Context: an optimization exercise on an open-source flow, tuned for small area, a short achievable clock period and few clock cycles. The choices shown serve that exercise and are no tape-out recipe.
In this exercise RTL edits were held to simulation tests only and were not proved equivalent to the original.
Power is estimated from default activity; no workload was simulated.

v43:
// sw_top
module sw_top (
    input  wire          clk,
    input  wire          rst,
    input  wire          i_valid,
    input  wire [73:0]   i_job,
    input  wire          i_ready,
    output wire          o_ready,
    output wire          o_valid,
    output wire [17:0]   o_result
);
==> flow/config.mk <==
export PLATFORM = sky130hd
export DESIGN_NAME = sw_top
export DESIGN_NICKNAME = sw_top
export VERILOG_FILES = /design/flow/design.v
export SDC_FILE = /design/flow/constraint.sdc
export NUM_CORES = 4
export LEC_CHECK = 0
export ABC_AREA = 1
export CAP_MARGIN = 20
export CORE_MARGIN = 2
export CORE_UTILIZATION = 70
export PLACE_DENSITY = 0.8
export SLEW_MARGIN = 20
==> flow/constraint.sdc <==
create_clock -name core_clock -period 10.0 [get_ports {clk}]
set_input_delay 2.0000 -clock core_clock [delete_from_list [all_inputs] [get_ports {clk}]]
set_output_delay 2.0000 -clock core_clock [all_outputs]
set_load 0.01 [all_outputs]
standard.sh (not shown) runs the stock make flow with config.mk's settings and CLKGATE_MAP_FILE= SYNTH_SCRIPT=/design/flow/synth_recipe.tcl, a recipe that flattens the netlist after the stock synthesis.
==> flow/flow/run.sh <==
#!/bin/bash
# The standard layout with three changes to how it is made (not to what is measured):
# - the port buffers are plain buf_2 cells instead of the delay buffer buffer_ports picks;
# - clock tree sinks are clustered in groups of up to 20 within 80 um;
# - repair_timing aims for 6.85 ns of setup slack, so it upsizes the gates and flip-flops on
#   the internal paths that are slower than the port paths.
# Every make step's output goes to make.log here; ORFS keeps each tool's full log under
# orfs/logs/.
set -euo pipefail
bash standard.sh "BUFFER_PORTS_ARGS=-buffer_cell sky130_fd_sc_hd__buf_2" CTS_CLUSTER_SIZE=20 CTS_CLUSTER_DIAMETER=80 SETUP_SLACK_MARGIN=6.85 finish > make.log 2>&1
Testbench counts of v43, summed over its fixed seeds: cycles 8,786.
--- input diff v43..v36 ---
==> flow/flow/run.sh <==
#!/bin/bash
# The standard layout with three changes to how it is made (not to what is measured):
# - the port buffers are plain buf_2 cells instead of the delay buffer buffer_ports picks;
# - clock tree sinks are clustered in groups of up to 24 within 100 um;
# - repair_timing aims for 6.85 ns of setup slack, so it upsizes the gates and flip-flops on
#   the internal paths that are slower than the port paths.
# Every make step's output goes to make.log here; ORFS keeps each tool's full log under
# orfs/logs/.
set -euo pipefail
bash standard.sh "BUFFER_PORTS_ARGS=-buffer_cell sky130_fd_sc_hd__buf_2" CTS_CLUSTER_SIZE=24 CTS_CLUSTER_DIAMETER=100 SETUP_SLACK_MARGIN=6.85 finish > make.log 2>&1
## What came out
- Of v36 and v43, it is v36 that has the lower area of the multi-input gates.
- v36 completed end to end with timing, DRC and antenna clean.
- Fmax: v36 above v43
- v36 against v43: final critical delay including setup and external delays has decreased, internal power now smaller, number of antenna violations at the first check in global routing climbed 2, portion of total power attributed to sequential cells went up 0.6 points, total non-filler cell area in the finished layout went down by about 0.7%.
- Cell count delta (v36 -> v43): insignificant
Edits applied to the flow inputs when going from v36 to v49:
==> flow/flow/run.sh <==
#!/bin/bash
# The standard layout, with the port buffers made from plain buf_2 cells instead of the delay
# buffer that buffer_ports picks on its own. Every make step's output goes to make.log here;
# ORFS keeps each tool's full log under orfs/logs/.
set -euo pipefail
bash standard.sh "BUFFER_PORTS_ARGS=-buffer_cell sky130_fd_sc_hd__buf_2" CTS_CLUSTER_SIZE=24 CTS_CLUSTER_DIAMETER=100 SETUP_SLACK_MARGIN=6.85 finish > make.log 2>&1
==> comparison <==
As far as area enclosed by the die boundary goes, v49 and v36 are indistinguishable; the numbers are identical.
v49 -> v36: count of max-cap constraint violations delta 0, exact match
Re sum of internal, switching and leakage power: no difference whatsoever between v49 and v36.
Summary of v49 over v36: final core utilization closely matched the old numbers; post-detailed-route wirelength per cell closely matched the old numbers; number of library cell types mapped by synthesis closely matched the old numbers.
Re global-route met3 utilization: no difference whatsoever between v36 and v49.
Between v36 and v49, the difference in power of the clock network is negligible.
Modified inputs, v7 compared to v49
==> flow/flow/run.sh <==
#!/bin/bash
# The standard layout with three changes to how it is made (not to what is measured):
# - the port buffers are plain buf_2 cells instead of the delay buffer buffer_ports picks;
# - clock tree sinks are clustered in groups of up to 30 within 60 um;
# - repair_timing aims for 6.85 ns of setup slack, so it upsizes the gates and flip-flops on
#   the internal paths that are slower than the port paths.
# Every make step's output goes to make.log here; ORFS keeps each tool's full log under
# orfs/logs/.
set -euo pipefail
bash standard.sh "BUFFER_PORTS_ARGS=-buffer_cell sky130_fd_sc_hd__buf_2" CTS_CLUSTER_SIZE=30 CTS_CLUSTER_DIAMETER=60 SETUP_SLACK_MARGIN=6.85 finish > make.log 2>&1
Findings:
After detailed routing, v49 needs less wire than v7. [compare] base=v49 new=v7: total leakage power +1.4%; worst setup slack dropped 0.035 ns; cell count roughly the same. For v7, the endpoint of the most critical setup path was o_valid, unlike v49, where it was o_result[1]. v7 vs v49 — via count rose 255. Taking v49 as the reference, in v7 post-route total power moved up; sequential share of layout area saw a decrease; first-iteration DRC count fell by 42; number of clock buffers in the layout now sits lower. v7 gives more post-route minimum period than v49 did.

==> afterwards: timing with drivers on the ports <==
No port has a modelled driver above. Below, the same layouts with a new extraction and two added sets of constraints.
Step 1 (the two cells are an assumption about what drives the block):
set clk [get_ports {clk}]
set_driving_cell -lib_cell sky130_fd_sc_hd__clkbuf_16 $clk
set_driving_cell -lib_cell sky130_fd_sc_hd__buf_2 [delete_from_list [all_inputs] $clk]
Step 2 times the ports against the registers' clock, not the clock port: input delays grow and output delays shrink by t, the midpoint of the rising clock arrivals with the driver on.
Three values: ideal, step 1, step 2; two values: the first two.
| run | shift t [ns] | setup WS [ns] | latest minus earliest clock arrival (ns) | slew at the worst register clock pin (ns) |
|---|---|---|---|---|
| v43 | 0.685 | 6.837 / 6.771 / 6.486 | 0.070 / 0.070 | 0.10 / 0.10 |
| v36 | 0.675 | 6.856 / 6.792 / 6.491 | 0.027 / 0.026 | 0.10 / 0.10 |
| v49 | 0.675 | 6.856 / 6.792 / 6.491 | 0.027 / 0.026 | 0.10 / 0.10 |
| v7 | 0.699 | 6.821 / 6.757 / 6.511 | 0.039 / 0.039 | 0.11 / 0.11 |
After both steps setup and hold are still met in every run listed.
